This is an optimization exercise on Yosys and OpenROAD, whose aim is small area and a short achievable clock period, not a production implementation. The RTL was checked by simulation tests, not by an equivalence proof against the original design. Power is estimated from default activity; no workload was simulated.

**flow/design.v**
```verilog
package rsPkg;
    localparam int rsDepth  = 16;
    localparam int rsIdxW   = 4;    
    localparam int rsCountW = 5;    
    localparam int dataW    = 32;   
    localparam int immW     = 32;
    localparam int opIdW    = 6;
    localparam int robTagW  = 4;
endpackage
`timescale 1ns/1ps
import rsPkg::*;
module rsvStation (
    input  logic                 clk,
    input  logic                 arstN,
    input  logic                 insValid,
    input  logic [dataW-1:0]     insPc,
    input  logic [opIdW-1:0]     insOpId,
    input  logic [immW-1:0]      insImm,
    input  logic [robTagW-1:0]   insRobTag,
    input  logic                 rs1Ready,
    input  logic [dataW-1:0]     rs1Value,
    input  logic [robTagW-1:0]   rs1Tag,
    input  logic                 rs2Ready,
    input  logic [dataW-1:0]     rs2Value,
    input  logic [robTagW-1:0]   rs2Tag,
    input  logic                 cdbValid,
    input  logic [robTagW-1:0]   cdbTag,
    input  logic [dataW-1:0]     cdbValue,
    input  logic                 flush,      
    output logic                 full,
    output logic                 issueValid,
    output logic [dataW-1:0]     issuePc,
    output logic [opIdW-1:0]     issueOpId,
    output logic [dataW-1:0]     issueRs1,
    output logic [dataW-1:0]     issueRs2,
    output logic [immW-1:0]      issueImm,
    output logic [robTagW-1:0]   issueRobTag
);
    localparam int payW = dataW + opIdW + immW + robTagW;
    logic [rsDepth-1:0] occQ;                
    logic [rsDepth-1:0] r1Q, r2Q;            
    logic [dataW-1:0]   v1Q [rsDepth];       
    logic [dataW-1:0]   v2Q [rsDepth];
    logic [payW-1:0]    payQ [rsDepth];      
    function automatic logic [rsDepth-1:0] lowestOH(input logic [rsDepth-1:0] vec);
        logic [rsDepth-1:0] below;
        below[0] = 1'b0;
        for (int i = 1; i < rsDepth; i++) below[i] = below[i-1] | vec[i-1];
        lowestOH = vec & ~below;
    endfunction
    logic [rsDepth-1:0] issOHQ, insOHQ, wake1, wake2;
    logic [rsDepth-1:0] insOHQn;             
    logic               hitQ;
    always_comb begin
        for (int i = 0; i < rsDepth; i++) begin
            wake1[i] = cdbValid && !r1Q[i] && (v1Q[i][robTagW-1:0] == cdbTag);
            wake2[i] = cdbValid && !r2Q[i] && (v2Q[i][robTagW-1:0] == cdbTag);
        end
    end
    logic             byp1, byp2, in1Rdy, in2Rdy;
    logic [dataW-1:0] in1Val, in2Val;
    assign byp1   = cdbValid && !rs1Ready && (rs1Tag == cdbTag);
    assign byp2   = cdbValid && !rs2Ready && (rs2Tag == cdbTag);
    assign in1Rdy = rs1Ready || byp1;
    assign in2Rdy = rs2Ready || byp2;
    assign in1Val[dataW-1:robTagW] = byp1 ? cdbValue[dataW-1:robTagW] : rs1Value[dataW-1:robTagW];
    assign in2Val[dataW-1:robTagW] = byp2 ? cdbValue[dataW-1:robTagW] : rs2Value[dataW-1:robTagW];
    assign in1Val[robTagW-1:0] = rs1Ready ? rs1Value[robTagW-1:0] : (byp1 ? cdbValue[robTagW-1:0] : rs1Tag);
    assign in2Val[robTagW-1:0] = rs2Ready ? rs2Value[robTagW-1:0] : (byp2 ? cdbValue[robTagW-1:0] : rs2Tag);
    logic [rsDepth-1:0] occD, r1D, r2D, readyD;
    assign occD   = flush ? '0 : ((occQ & ~issOHQ) | (insValid ? insOHQ : '0));
    assign r1D    = insOHQ & {rsDepth{in1Rdy}} | ~insOHQ & (r1Q | wake1);
    assign r2D    = insOHQ & {rsDepth{in2Rdy}} | ~insOHQ & (r2Q | wake2);
    assign readyD = occD & r1D & r2D;
    always_ff @(posedge clk or negedge arstN) begin
        if (!arstN) begin
            occQ   <= '0;
            issOHQ <= '0;
            insOHQ <= {{(rsDepth-1){1'b0}}, 1'b1};
            insOHQn <= {{(rsDepth-1){1'b1}}, 1'b0};
            hitQ   <= 1'b0;
            full   <= 1'b0;
        end else begin
            occQ   <= occD;
            issOHQ <= lowestOH(readyD);
            insOHQ <= lowestOH(~occD | readyD);
            insOHQn <= ~lowestOH(~occD | readyD);
            hitQ   <= |readyD;
            full   <= (&occD) & ~|readyD;
        end
    end
    always_ff @(posedge clk) begin
        r1Q <= r1D;
        r2Q <= r2D;
        for (int i = 0; i < rsDepth; i++) begin
            if (insOHQ[i]) begin
                payQ[i] <= {insPc, insOpId, insImm, insRobTag};
            end
            if (insOHQ[i] | wake1[i]) begin
                v1Q[i] <= (in1Val & {dataW{insOHQ[i]}}) | (cdbValue & {dataW{insOHQn[i]}});
            end
            if (insOHQ[i] | wake2[i]) begin
                v2Q[i] <= (in2Val & {dataW{insOHQ[i]}}) | (cdbValue & {dataW{insOHQn[i]}});
            end
        end
    end
    logic [payW-1:0]  payRd;
    logic [dataW-1:0] v1Rd, v2Rd;
    always_comb begin
        payRd = '0;
        v1Rd  = '0;
        v2Rd  = '0;
        for (int i = 0; i < rsDepth; i++) begin
            payRd = payRd | (payQ[i] & {payW{issOHQ[i]}});
            v1Rd  = v1Rd  | (v1Q[i]  & {dataW{issOHQ[i]}});
            v2Rd  = v2Rd  | (v2Q[i]  & {dataW{issOHQ[i]}});
        end
    end
    always_ff @(posedge clk or negedge arstN) begin
        if (!arstN) begin
            issueValid <= 1'b0;
        end else begin
            issueValid <= hitQ && !flush;
        end
    end
    always_ff @(posedge clk) begin
        {issuePc, issueOpId, issueImm, issueRobTag} <= payRd;
        issueRs1 <= v1Rd;
        issueRs2 <= v2Rd;
    end
endmodule
```
**flow/run.sh**
```bash
#!/bin/bash
# synth_recipe.tcl (not shown) runs the flow's synth.tcl, then flattens the netlist and writes it again
# the make line also repeats each setting of config.mk as NAME=value (left out here)
make -C /OpenROAD-flow-scripts/flow DESIGN_CONFIG=/design/flow/config.mk WORK_HOME=/design/flow/orfs CLKGATE_MAP_FILE= SYNTH_SCRIPT=/design/flow/synth_recipe.tcl finish
```
**flow/config.mk**
```make
export PLATFORM = sky130hd
export DESIGN_NAME = rsvStation
export DESIGN_NICKNAME = rsvStation
export VERILOG_FILES = /design/flow/design.v
export SDC_FILE = /design/flow/constraint.sdc
export NUM_CORES = 4
export LEC_CHECK = 0
export CAP_MARGIN = 20
export CORE_MARGIN = 2
export CORE_UTILIZATION = 65
export CTS_CLUSTER_DIAMETER = 80
export CTS_CLUSTER_SIZE = 24
export SETUP_SLACK_MARGIN = 3.4
export SLEW_MARGIN = 20
```
**flow/constraint.sdc**
```tcl
create_clock -name core_clock -period 6.0 [get_ports {clk}]
set_input_delay 1.2000 -clock core_clock [delete_from_list [all_inputs] [get_ports {clk}]]
set_output_delay 1.2000 -clock core_clock [all_outputs]
set_load 0.01 [all_outputs]
```
==> impl_metrics.env, run 1 <==
export IMPL_ys_ff_latch=2445
export IMPL_fmax_ghz=0.351
export IMPL_layout_commonest_cell="edfxtp_1"
export IMPL_fillers=9406
export IMPL_core_area_sq_mm=0.150
export IMPL_async_flop_share_pct=2.74
export IMPL_setup_viol=0
export IMPL_synthMuxAreaShare_pct=0.744
export IMPL_min_path_type="flop to flop"
export IMPL_drive_gt1_share_pct=13.1
export IMPL_viasPerCell=8.12
export IMPL_ctsLongestPathBuffers=3
export IMPL_grt_antenna_before_repair=24
export IMPL_synthToLayoutAreaGrowth_pct=11.1
export IMPL_fin_skew_ns=0.0486
export IMPL_insertion_delay_ns=0.83
export IMPL_synth_edf_count=2208
export IMPL_gr_usage_met1_pct=57.8
export IMPL_cts_sinks=2445
export IMPL_drc=0
export IMPL_cts_inserted_buffers=116
export IMPL_slowest_delay_ns=0.71
export IMPL_finalMaxSlewViolations=0
export IMPL_grt_pass1_wl_microns=471000
export IMPL_r2r_start="issOHQ[2]$_DFF_PN0_"
export IMPL_stdcell_area_sq_mm=0.109
export IMPL_rsz0062_at_grt="true"
export IMPL_synth_top_family_by_area="compound AO/OA/AOI/OAI gates"
export IMPL_die_h_microns=393
export IMPL_cts_tree="yes"
export IMPL_dp_hpwl_microns=155000
export IMPL_path_clk_slew_ns=0.10
export IMPL_synthDistinctLibCells=86
export IMPL_end_kind="flop"
export IMPL_fin_util_pct=72.8
export IMPL_initial_core_util_pct=65.5
export IMPL_ant_nets=0
export IMPL_firstDrtPassIters=6
export IMPL_synth_fa_ha_area_share_pct=0
export IMPL_min_period_ns=2.85
export IMPL_finalHoldViolCount=0
export IMPL_grt_pass1_vias=62689
export IMPL_placement_io_buffers=328
export IMPL_ir_drop_mv=0.259
export IMPL_power_mw=30.8
export IMPL_status="timing/DRC/antenna clean"
export IMPL_synth_nets=6226
export IMPL_syn_inst=6037
export IMPL_gp_congestion=0.919
export IMPL_startpoint_type="flop"
export IMPL_holdCritStartpoint="payQ[14][55]$_DFFE_PP_"
export IMPL_slowest_stage="dfrtp_4"
export IMPL_top_usage_layer="met2"
export IMPL_tightest_slew_ns=1.26
export IMPL_worst_ep_arrival_time_ns=3.37
export IMPL_synth_avg_cell_area_sq_um=16.3
export IMPL_grt_total_usage_pct=43.6
export IMPL_nets=6219
export IMPL_placed_area_sq_mm=0.104
export IMPL_die_width_microns=393
export IMPL_cts_hold_buf=0
export IMPL_htreeDepth=3
export IMPL_critPathMaxFanout=111
export IMPL_path_cells="buf_12 > a22o_1 > a221oi_1 > nand4_1"
export IMPL_fin_crit_sh_pct=47.5
export IMPL_required_ns=6.52
export IMPL_grtUsageMet3_pct=12.1
export IMPL_crit_start="issOHQ[2]$_DFF_PN0_"
export IMPL_ioPinCount=329
export IMPL_yosysSeqAreaShare_pct=72.7
export IMPL_synth_compound_area_share_pct=20.1
export IMPL_fin_setup_tns_ns=0
export IMPL_synth_xor_area_share_pct=1.13
export IMPL_cap_viol_max_count=0
export IMPL_max_slew_margin_rel_pct=16.2
export IMPL_syn_area_sq_mm=0.0982
export IMPL_grtUsageMet2_pct=66.4
export IMPL_wl_microns=344000
export IMPL_ys_warn_count=4
export IMPL_synth_ff_type="edfxtp_1"
export IMPL_cellPowerDensity_mw_per_mm2=282
export IMPL_row_count=142
export IMPL_final_cell_mix="edfxtp_1 (2208), a22o_1 (1577), a221oi_1 (552)"
export IMPL_critical_path_class="flop to flop"
export IMPL_vias=66244
export IMPL_drt_iter0_markers=11497
export IMPL_p_leak_nw=35.6
export IMPL_routedWlPerCell_microns=42.2
export IMPL_grt_max_degree=118
export IMPL_die_area_sq_mm=0.154
export IMPL_synthSimpleGateAreaFrac_pct=2.12
export IMPL_cts_root_buf="clkbuf_16"
export IMPL_gr_total_overflow=0
==> stage by stage <==
stage,std cells,worst slack (ns),hold WS [ns]
floorplan,6037,2.17,0.439
global placement,7819,1.49,0.454
detailed placement,7822,1.50,0.459
CTS,8103,3.36,0.482
global route,8152,3.33,0.490
finish,8157,3.15,0.477
==> power by group <==
group / switching (mW) / internal [mW]
clock network: 5.40 / 3.99
logic: 1.34 / 0.885
registers: 0.215 / 19.0
==> state kept, by name, summed over array words and instances, names as in the netlist <==
signal / cells
v1Q: 512
hitQ: 1
issuePc: 32
issueOpId: 6
full: 1
v2Q: 512
issueValid: 1
issOHQ: 16
r1Q: 16
issueImm: 32
r2Q: 16
issueRs2: 32
insOHQn: 16
issueRs1: 32
payQ: 1184
occQ: 16
insOHQ: 16
issueRobTag: 4
==> critical path: cells and delay by family (launching register included) <==
family                 cells  cell delay [ns]
AND/OR/NAND/NOR            1             0.47
buffers and inverters      1             0.33
flip-flops                 1             0.71
AO/OA/AOI/OAI              2             0.69
==> logic make-up after synthesis <==
logic type,count (synthesis)
flip-flops,2445
XOR/XNOR,127
multiplexers,66
AND/OR/NAND/NOR,367
AO/OA/AOI/OAI,2270
buffers and inverters,762
==> cell type report <==
class                           count  area, sq um  area share (%)
Tap cell                         2016         2520            2.31
Clock inverter                     21          289           0.265
Inverter                           59          230           0.211
Sequential cell                  2445        71700            65.7
Clock buffer                      199         3370            3.08
Multi-Input combinational cell   2837        25100            23.0
Antenna cell                        9         22.5          0.0206
Timing Repair Buffer              571         5920            5.42
==> worst paths after layout <==
path                                         to  slack, ns  cells after the start
setup / recovery           issueRs2[12]$_DFF_P_       3.15                      4
hold / removal              issuePc[13]$_DFF_P_       0.48                      2
setup reg to reg           issueRs2[12]$_DFF_P_       3.15                      4
hold reg to reg             issuePc[13]$_DFF_P_       0.48                      2
max in group asynchronous  issOHQ[11]$_DFF_PN0_       4.73                      2
min in group asynchronous   insOHQ[1]$_DFF_PN0_       0.59                      2
==> repair_timing <==
action / in CTS / in global routing
pin swaps: 33 / 44
setup buffers: 54 / 37
cloned: 7 / 8
resized for setup: 513 / 105
endpoints found under the hold margin: 0 / 0
endpoints found under the setup margin: 2433 / 505
==> synth_stat cells (all sizes together) (7+ instances only) <==
master  count  area (sq um)
and2        8          52.6
mux2       56           631
xnor2      80           701
o31ai      16           134
inv        58           218
a22oi      17           128
nor4        7          50.1
dfrtp      51          1280
nand2      52           203
nand4     141           882
a21boi     11          82.6
xor2       47           412
dfxtp     170          3400
o21ai      23           115
nor3       38           239
a221oi    552          4830
clkbuf    557          2090
mux2i      10           100
dfstp      16           420
a22o     1577         13800
nand3      29           155
edfxtp   2208         66300
nor2       48           183
nand2b      7          43.8
buf       146           782
a21oi      15          78.8
==> routing by layer <==
metal  vias up  part of all wire [%]
met1     33230                    33
met2      6335                    45
met4        20                   6.7
met3      1349                    15
li1      25310                     -
met5         -                 0.035
==> run 2, diff against run 1 <==
--- a/flow/config.mk
+++ b/flow/config.mk
@@ -8,7 +8,7 @@
 export CAP_MARGIN = 20
 export CORE_MARGIN = 2
 export CORE_UTILIZATION = 65
-export CTS_CLUSTER_DIAMETER = 80
-export CTS_CLUSTER_SIZE = 24
-export SETUP_SLACK_MARGIN = 3.4
+export CTS_CLUSTER_DIAMETER = 60
+export CTS_CLUSTER_SIZE = 20
+export SETUP_SLACK_MARGIN = 3.5
 export SLEW_MARGIN = 20
==> run 2 against run 1 <==
Against the previous run:
- cell area is 2.2% higher
- sequential power barely moved
- largest power group unchanged
- maximum frequency up 5.0%
- still clean
==> impl_metrics.env, run 2 <==
export IMPL_firstDrtPassIters=6
export IMPL_insertion_delay_ns=0.85
export IMPL_synth_avg_cell_area_sq_um=16.3
export IMPL_die_area_sq_mm=0.154
export IMPL_synth_xor_area_share_pct=1.13
export IMPL_wl_microns=353000
export IMPL_cts_sinks=2445
export IMPL_p_leak_nw=36.9
export IMPL_yosysSeqAreaShare_pct=72.7
export IMPL_power_mw=33.0
export IMPL_ir_drop_mv=0.322
export IMPL_syn_area_sq_mm=0.0982
export IMPL_grt_total_usage_pct=44.7
export IMPL_grt_max_degree=109
export IMPL_pwr_share_seq_pct=58.3
export IMPL_grt_pass1_vias=63863
export IMPL_synthSimpleGateAreaFrac_pct=2.12
export IMPL_fin_setup_tns_ns=0
export IMPL_ys_ff_latch=2445
export IMPL_setup_viol=0
export IMPL_synthTopCellsByArea="edfxtp_1 (68%), a22o_1 (14%), a221oi_1 (4.9%)"
export IMPL_finalHoldViolCount=0
export IMPL_top_register="payQ"
export IMPL_synth_most_common_cell="edfxtp_1"
export IMPL_synth_compound_area_share_pct=20.1
export IMPL_ctsLongestPathBuffers=3
export IMPL_drc=0
export IMPL_synthToLayoutAreaGrowth_pct=13.6
export IMPL_drt_iter0_markers=12374
export IMPL_max_slew_margin_rel_pct=15.4
export IMPL_critical_path_class="input pin to flop"
export IMPL_fin_skew_ns=0.0328
export IMPL_drive_gt1_share_pct=17.0
export IMPL_end_kind="flop"
export IMPL_placement_io_buffers=328
export IMPL_vias=67726
export IMPL_async_flop_share_pct=2.74
export IMPL_die_width_microns=393
export IMPL_combPwrFrac_pct=7.1
export IMPL_slowest_delay_ns=0.42
export IMPL_synth_commonest_cells="edfxtp_1 (2208), a22o_1 (1577), clkbuf_1 (557)"
export IMPL_ys_warn_count=4
export IMPL_largest_reg_flops=1184
export IMPL_die_h_microns=393
export IMPL_critPathMaxFanout=11
export IMPL_grt_antenna_before_repair=25
export IMPL_min_period_ns=2.72
export IMPL_cts_inserted_buffers=158
export IMPL_synth_top_family_by_area="compound AO/OA/AOI/OAI gates"
export IMPL_rsz0062_at_grt="true"
export IMPL_p_int_mw=25.5
export IMPL_largestRegisters="payQ: 1184 flops, v1Q: 512 flops, v2Q: 512 flops"
export IMPL_synth_fa_ha_area_share_pct=0
export IMPL_final_cell_mix="edfxtp_1 (2208), a22o_1 (1577), a221oi_1 (552)"
export IMPL_tightest_slew_ns=1.27
export IMPL_switching_share_pct=22.6
export IMPL_rrSetupSlack_ns=3.29
export IMPL_startpoint_type="input pin"
export IMPL_viasPerCell=8.18
export IMPL_gp_congestion=0.950
export IMPL_cap_viol_max_count=0
export IMPL_cellPowerDensity_mw_per_mm2=296
export IMPL_pwr_share_clk_pct=34.6
export IMPL_synth_top_area_share_pct=67.5
export IMPL_synthDistinctLibCells=86
export IMPL_synth_nets=6226
export IMPL_synth_edf_count=2208
export IMPL_stdcell_area_sq_mm=0.112
export IMPL_layout_commonest_cell="edfxtp_1"
export IMPL_gr_total_overflow=0
export IMPL_ioPinCount=329
export IMPL_cts_root_buf="clkbuf_16"
export IMPL_worst_ep_arrival_time_ns=3.43
export IMPL_synth_top_area_cell="edfxtp_1"
export IMPL_core_area_sq_mm=0.150
export IMPL_syn_inst=6037
export IMPL_dp_hpwl_microns=156000
export IMPL_fmax_ghz=0.368
export IMPL_nets=6317
export IMPL_slowest_stage="nor4_4"
export IMPL_required_ns=6.71
export IMPL_critPathTopFamily="simple AND/OR/NAND/NOR gates"
export IMPL_row_count=142
export IMPL_cts_tree="yes"
export IMPL_path_clk_slew_ns=0.09
export IMPL_min_path_type="flop to flop"
export IMPL_p_sw_mw=7.46
export IMPL_fin_crit_sh_pct=45.3
export IMPL_placed_area_sq_mm=0.104
export IMPL_path_buf_inv=3
export IMPL_cts_hold_buf=0
export IMPL_synthMuxAreaShare_pct=0.744
export IMPL_ant_nets=0
export IMPL_initial_core_util_pct=65.5
export IMPL_finalMaxSlewViolations=0
export IMPL_status="timing/DRC/antenna clean"
export IMPL_fillers=9176
export IMPL_htreeDepth=4
export IMPL_synth_ff_type="edfxtp_1"
export IMPL_path_cells="buf_16 > buf_8 > xnor2_1 > nand2_1 > nor4_4 > o311ai_2 > a21oi_4 > nor3_4 > buf_12 > and4_4 > and3_1"
export IMPL_routedWlPerCell_microns=42.7
export IMPL_grt_pass1_wl_microns=480000
==> run 2: cell type report <==
class / instances / area (sq um) / share of cell area, %
clock buffer: 217 / 4340 / 3.89
multi-input combinational: 2843 / 25400 / 22.8
clock inverter: 65 / 742 / 0.665
timing repair buffer: 621 / 6520 / 5.84
antenna: 16 / 40.0 / 0.0359
sequential: 2445 / 71700 / 64.3
inverter: 59 / 230 / 0.206
tap: 2016 / 2520 / 2.26
==> run 2: worst reg2reg max path, delay by kind of cell, from the launching register on <==
family / cells / cell delay (ns)
buffers and inverters: 1 / 0.34
AOI/OAI and AO/OA: 2 / 0.85
and+or+nand+nor: 1 / 0.47
DFF: 1 / 0.74
==> run 2: path summary, 6_finish.rpt <==
| kind | startpoint | endpoint | cells past startpoint |
|---|---|---|---|
| hold reg to reg | payQ[15][45]$_DFFE_PP_ | issuePc[3]$_DFF_P_ | 2 |
| setup reg to reg | issOHQ[0]$_DFF_PN0_ | issueRs2[9]$_DFF_P_ | 4 |
| setup / recovery | cdbTag[1] | insOHQ[15]$_DFF_PN0_ | 11 |
| min in group asynchronous | arstN | insOHQn[0]$_DFF_PN0_ | 2 |
| hold / removal | payQ[15][45]$_DFFE_PP_ | issuePc[3]$_DFF_P_ | 2 |
| max in group asynchronous | arstN | insOHQ[9]$_DFF_PN0_ | 2 |
==> run 2: power groups by stage <==
stage / Clock [mW] / Combinational (mW) / Sequential [mW]
2_1_floorplan: 0 / 1.18 / 19.6
3_3_place_gp: 0 / 2.01 / 19.6
3_5_place_dp: 0 / 2.06 / 19.6
4_1_cts: 11.3 / 2.20 / 19.2
5_1_grt: 11.9 / 2.43 / 19.2
6_report: 11.4 / 2.35 / 19.2
==> run 2: what timing repair did <==
action / in CTS / in global routing
setup buffers: 86 / 37
endpoints found under the hold margin: 0 / 0
endpoints found under the setup margin: 2615 / 925
pin swaps: 54 / 41
gates cloned: 9 / 18
gates resized for setup: 895 / 101
==> run 2: logic make-up (layout without fill, tap and decap cells) <==
logic type	Yosys count	after routing
flip-flops	2445	2445
AO/OA/AOI/OAI	2270	2271
buffers and inverters	762	962
AND/OR/NAND/NOR	367	369
XOR/XNOR	127	127
multiplexers	66	76
other	0	16
==> run 2: through the flow <==
step | setup WS, ns | instances | hold WS [ns] | util, %
finish | 3.28 | 8282 | 0.470 | 74.4
global route | 3.30 | 8269 | 0.493 | 74.4
CTS | 3.40 | 8211 | 0.477 | 73.7
detailed placement | 1.61 | 7834 | 0.458 | 69.0
global placement | 1.63 | 7833 | 0.455 | 69.0
floorplan | 2.17 | 6037 | 0.439 | -
==> run 2: layer usage <==
layer	part of all wire [%]	vias up	wire length [microns]	track usage, %
li1	-	25576	-	-
met4	7.0	18	24600	25.1
met5	0.050	-	176	0
met2	44	6738	157000	67.9
met1	33	33898	116000	58.7
met3	16	1496	55600	12.4
==> run 3, diff against run 2 <==
--- a/flow/design.v
+++ b/flow/design.v
@@ -7,6 +7,20 @@
     localparam int opIdW    = 6;
     localparam int robTagW  = 4;
 endpackage
+`timescale 1ns/1ps
+module rsOai22 (
+    input  logic a1, a2, b1, b2,
+    output logic y
+);
+    assign y = ~((a1 | a2) & (b1 | b2));
+endmodule
+`timescale 1ns/1ps
+module rsAoi222 (
+    input  logic a1, a2, b1, b2, c1, c2,
+    output logic y
+);
+    assign y = ~((a1 & a2) | (b1 & b2) | (c1 & c2));
+endmodule
 `timescale 1ns/1ps
 import rsPkg::*;
 module rsvStation (
@@ -89,6 +103,18 @@
             full   <= (&occD) & ~|readyD;
         end
     end
+    logic [dataW-1:0] in1ValN, in2ValN, cdbValueN;
+    logic [dataW-1:0] v1D [rsDepth];
+    logic [dataW-1:0] v2D [rsDepth];
+    assign in1ValN   = ~in1Val;
+    assign in2ValN   = ~in2Val;
+    assign cdbValueN = ~cdbValue;
+    for (genvar i = 0; i < rsDepth; i++) begin : g_vD
+        for (genvar b = 0; b < dataW; b++) begin : g_bit
+            rsOai22 v1_i (.a1(in1ValN[b]), .a2(insOHQn[i]), .b1(cdbValueN[b]), .b2(insOHQ[i]), .y(v1D[i][b]));
+            rsOai22 v2_i (.a1(in2ValN[b]), .a2(insOHQn[i]), .b1(cdbValueN[b]), .b2(insOHQ[i]), .y(v2D[i][b]));
+        end
+    end
     always_ff @(posedge clk) begin
         r1Q <= r1D;
         r2Q <= r2D;
@@ -97,25 +123,33 @@
                 payQ[i] <= {insPc, insOpId, insImm, insRobTag};
             end
             if (insOHQ[i] | wake1[i]) begin
-                v1Q[i] <= (in1Val & {dataW{insOHQ[i]}}) | (cdbValue & {dataW{insOHQn[i]}});
+                v1Q[i] <= v1D[i];
             end
             if (insOHQ[i] | wake2[i]) begin
-                v2Q[i] <= (in2Val & {dataW{insOHQ[i]}}) | (cdbValue & {dataW{insOHQn[i]}});
+                v2Q[i] <= v2D[i];
             end
         end
     end
-    logic [payW-1:0]  payRd;
-    logic [dataW-1:0] v1Rd, v2Rd;
-    always_comb begin
-        payRd = '0;
-        v1Rd  = '0;
-        v2Rd  = '0;
-        for (int i = 0; i < rsDepth; i++) begin
-            payRd = payRd | (payQ[i] & {payW{issOHQ[i]}});
-            v1Rd  = v1Rd  | (v1Q[i]  & {dataW{issOHQ[i]}});
-            v2Rd  = v2Rd  | (v2Q[i]  & {dataW{issOHQ[i]}});
+    localparam int rdW = payW + 2 * dataW;
+    logic [rdW-1:0] slotRd [rsDepth];
+    logic [rdW-1:0] grpN [5];
+    logic [rdW-1:0] lastN;
+    logic [rdW-1:0] rd;
+    for (genvar i = 0; i < rsDepth; i++) begin : g_slotRd
+        assign slotRd[i] = {payQ[i], v1Q[i], v2Q[i]};
+    end
+    for (genvar b = 0; b < rdW; b++) begin : g_rd
+        for (genvar g = 0; g < 5; g++) begin : g_grp
+            rsAoi222 aoi_i (
+                .a1(issOHQ[3*g]),   .a2(slotRd[3*g][b]),
+                .b1(issOHQ[3*g+1]), .b2(slotRd[3*g+1][b]),
+                .c1(issOHQ[3*g+2]), .c2(slotRd[3*g+2][b]),
+                .y(grpN[g][b])
+            );
         end
     end
+    assign lastN = ~(slotRd[rsDepth-1] & {rdW{issOHQ[rsDepth-1]}});
+    assign rd    = ~(grpN[0] & grpN[1] & grpN[2] & grpN[3] & grpN[4] & lastN);
     always_ff @(posedge clk or negedge arstN) begin
         if (!arstN) begin
             issueValid <= 1'b0;
@@ -124,8 +158,6 @@
         end
     end
     always_ff @(posedge clk) begin
-        {issuePc, issueOpId, issueImm, issueRobTag} <= payRd;
-        issueRs1 <= v1Rd;
-        issueRs2 <= v2Rd;
+        {issuePc, issueOpId, issueImm, issueRobTag, issueRs1, issueRs2} <= rd;
     end
 endmodule
--- a/flow/config.mk
+++ b/flow/config.mk
@@ -7,8 +7,9 @@
 export LEC_CHECK = 0
 export CAP_MARGIN = 20
 export CORE_MARGIN = 2
-export CORE_UTILIZATION = 65
-export CTS_CLUSTER_DIAMETER = 60
-export CTS_CLUSTER_SIZE = 20
-export SETUP_SLACK_MARGIN = 3.5
+export CORE_UTILIZATION = 62
+export CTS_CLUSTER_DIAMETER = 80
+export CTS_CLUSTER_SIZE = 24
+export SETUP_SLACK_MARGIN = 3.4
 export SLEW_MARGIN = 20
+export SYNTH_HIERARCHICAL = 1
==> run 3 against run 2 <==
Against the previous run:
- highest routed layer unchanged
- still clean
- clock skew increased by 0.0088 ns
- cell area decreased by 2.8%
- clock power decreased by 17%
- setup slack got worse by 0.24 ns
- via count decreased by 2.5%
- critical path depth unchanged
- maximum frequency decreased by 8.1%
- sequential power about the same
- utilization decreased by 0.67 points
- sequential share of layout area increased by 1.7 points
==> impl_metrics.env, run 3 <==
export IMPL_drc=0
export IMPL_fin_setup_tns_ns=0
export IMPL_async_flop_share_pct=2.74
export IMPL_dp_hpwl_microns=155000
export IMPL_die_width_microns=388
export IMPL_ir_drop_mv=0.272
export IMPL_finalMaxSlewViolations=0
export IMPL_insertion_delay_ns=0.82
export IMPL_routedWlPerCell_microns=40.1
export IMPL_tightest_slew_ns=1.31
export IMPL_rsz0062_at_grt="true"
export IMPL_fin_crit_sh_pct=49.3
export IMPL_grt_pass1_vias=62446
export IMPL_drive_gt1_share_pct=16.1
export IMPL_required_ns=6.74
export IMPL_synth_top_area_share_pct=72.4
export IMPL_place_ws_ns=1.28
export IMPL_synthToLayoutAreaGrowth_pct=18.5
export IMPL_placed_cells=7606
export IMPL_cts_hold_buf=0
export IMPL_core_area_sq_mm=0.147
export IMPL_die_area_sq_mm=0.151
export IMPL_path_clk_slew_ns=0.10
export IMPL_synth_edf_count=2208
export IMPL_synth_most_common_cell="edfxtp_1"
export IMPL_htreeDepth=3
export IMPL_viasPerCell=8.12
export IMPL_synth_nets=5470
export IMPL_die_h_microns=388
export IMPL_max_slew_margin_rel_pct=12.6
export IMPL_cellPowerDensity_mw_per_mm2=285
export IMPL_top_register="payQ"
export IMPL_hold_depth=2
export IMPL_placement_io_buffers=328
export IMPL_synth_commonest_cells="edfxtp_1 (2208), o22ai_1 (1025), a222oi_1 (690)"
export IMPL_syn_inst=5281
export IMPL_drt_iter0_markers=14398
export IMPL_layout_commonest_cell="edfxtp_1"
export IMPL_synth_top_area_cell="edfxtp_1"
export IMPL_cts_inserted_buffers=118
export IMPL_end_kind="flop"
export IMPL_critical_path_class="input pin to flop"
export IMPL_ioPinCount=329
export IMPL_cts_sinks=2445
export IMPL_ff2ff_path_depth=5
export IMPL_p_leak_nw=34.6
export IMPL_ctsLongestPathBuffers=3
export IMPL_fin_cells=8130
export IMPL_initial_core_util_pct=62.2
export IMPL_min_path_type="flop to flop"
export IMPL_grt_total_usage_pct=41.3
export IMPL_ys_warn_count=18
export IMPL_ant_nets=0
export IMPL_cap_viol_max_count=0
export IMPL_finalHoldViolCount=0
export IMPL_grt_antenna_before_repair=27
export IMPL_largest_reg_flops=1184
export IMPL_synthTopCellsByArea="edfxtp_1 (72%), a222oi_1 (7.5%), o22ai_1 (7.0%)"
export IMPL_cts_tree="yes"
export IMPL_fin_skew_ns=0.0416
export IMPL_ys_ff_latch=2445
export IMPL_cts_root_buf="clkbuf_16"
export IMPL_row_count=141
export IMPL_critPathMaxFanout=11
export IMPL_grt_max_degree=116
export IMPL_final_cell_mix="edfxtp_1 (2208), o22ai_1 (1024), a222oi_1 (690)"
export IMPL_vias=66001
export IMPL_grt_pass1_wl_microns=445000
export IMPL_largestRegisters="payQ: 1184 flops, v1Q: 512 flops, v2Q: 512 flops"
export IMPL_worst_ep_arrival_time_ns=3.70
export IMPL_synth_avg_cell_area_sq_um=17.3
export IMPL_firstDrtPassIters=13
export IMPL_fmax_ghz=0.338
export IMPL_wl_microns=326000
export IMPL_gp_congestion=0.901
export IMPL_nets=6264
export IMPL_finalWorstSetupSlack_ns=3.04
export IMPL_startpoint_type="input pin"
export IMPL_min_period_ns=2.96
export IMPL_synth_ff_type="edfxtp_1"
export IMPL_synthDistinctLibCells=68
export IMPL_gr_total_overflow=0
export IMPL_yosysSeqAreaShare_pct=78.0
export IMPL_setup_viol=0
export IMPL_syn_area_sq_mm=0.0915
export IMPL_status="timing/DRC/antenna clean"
run 3: cell types whose count changed after synthesis, moves of 67 or more:
cell / previous run / this run
a22o_1: 1577 / 0
o22ai_1: 3 / 1025
a222oi_1: 1 / 690
a221oi_1: 552 / 1
clkbuf_1: 557 / 34
a21oi_1: 14 / 168
nand2_1: 51 / 170
buf_1: 72 / 5
run 3: final cells by class:
| type | instances | area, sq um |
|---|---|---|
| antenna | 19 | 47.5 |
| multi-input combinational | 2718 | 21900 |
| fill | 9138 | 38700 |
| inverter | 62 | 241 |
| clock buffer | 200 | 3450 |
| tap | 1930 | 2410 |
| sequential | 2445 | 71600 |
| clock inverter | 26 | 324 |
| timing repair buffer | 730 | 8430 |
run 3: logic make-up (layout without fill, tap and decap cells):
| kind of cell | Yosys count | after routing | synth area share, % |
|---|---|---|---|
| mux | 74 | 74 | 0.809 |
| other cells | 0 | 19 | 0 |
| compound gates | 1991 | 1992 | 16.3 |
| flops | 2445 | 2445 | 78.0 |
| buf+inv | 121 | 1018 | 0.627 |
| xor+xnor | 136 | 136 | 1.30 |
| simple gates | 514 | 516 | 2.92 |
run 3: what timing repair did:
item	CTS	global route
pin swaps	75	42
gates cloned	9	7
buffers inserted	170	90
setup endpoints to repair	2315	1064
gates resized for setup	634	108
run 3: final timing paths:
kind                                             from                     to  slack, ns
worst max-delay path                        cdbTag[3]   insOHQ[15]$_DFF_PN0_       3.04
worst min-delay path            payQ[1][33]$_DFFE_PP_   issueImm[29]$_DFF_P_       0.47
worst max register to register   insOHQ[10]$_DFF_PN0_  insOHQn[13]$_DFF_PN1_       3.07
worst min register to register  payQ[1][33]$_DFFE_PP_   issueImm[29]$_DFF_P_       0.47
max in group asynchronous                       arstN    insOHQ[3]$_DFF_PN0_       4.74
min in group asynchronous                       arstN    insOHQ[2]$_DFF_PN0_       0.55
run 3: modules after synthesis, one instance, submodules excluded:
module      cells  flops+latches
rsvStation   3567           2445
rsAoi222        1              0
rsOai22         1              0
run 3: layer usage:
| metal | up-vias | wire [microns] | global-route usage [%] |
|---|---|---|---|
| met2 | 6444 | 147000 | 63.9 |
| met3 | 1380 | 51100 | 10.7 |
| met4 | 26 | 22100 | 22.9 |
| met1 | 32638 | 106000 | 53.9 |
| met5 | - | 223 | 0 |
| li1 | 25513 | - | - |
run 3: metrics by stage:
step,util [%],instance area (sq um),power [mW],hold WS (ns)
2_1_floorplan,-,93400,20.4,0.439
3_3_place_gp,67.7,99600,21.3,0.457
3_5_place_dp,67.7,99700,21.4,0.456
4_1_cts,72.6,107000,30.6,0.475
5_1_grt,73.7,108000,31.5,0.493
6_report,73.7,108000,30.9,0.470
run 3: critical path, stage by stage:
cell      delay, ns
buf_16         0.12
buf_12         0.15
xnor2_4        0.15
and3_4         0.23
a21oi_4        0.10
buf_4          0.17
buf_4          0.19
a22oi_1        0.59
nand2_1        0.23
a211oi_2       0.33
and4_1         0.23
run 3: where the power goes:
part	total (mW)	internal (mW)	switching [mW]
Clock	9.47	4.10	5.37
Sequential	19.2	19.0	0.228
Combinational	2.22	0.839	1.38
Total	30.9	23.9	6.98

## separate check: timing with driven ports
The results above use ideal ports. As a check the final layouts listed here were re-extracted and re-timed, cells and wires unchanged.
Step 1 sets driving cells, clkbuf_16 on the clock port and buf_2 on the other inputs (assumed; they add their load-dependent delay and slew).
Step 2 also shifts input and output timing later by t, the mid clock arrival at the registers, as if the neighbouring blocks saw the same clock.
a / b / c = no drivers / after step 1 / after step 2; a / b = the first two.
run	t (ns)	slack for setup (ns)	worst register clock-pin slew, ns	worst data-port slew with drivers (ns)
run 1	0.888	3.148 / 3.148 / 2.406	0.11 / 0.11	0.21
run 2	0.915	3.282 / 3.190 / 2.275	0.09 / 0.09	0.23
run 3	0.883	3.042 / 3.066 / 2.184	0.11 / 0.11	0.14
After both steps setup and hold are still met in every run listed. The setup slack of run 2, which loses most, moves by -0.092 ns with the drivers and by -1.007 ns with both steps.
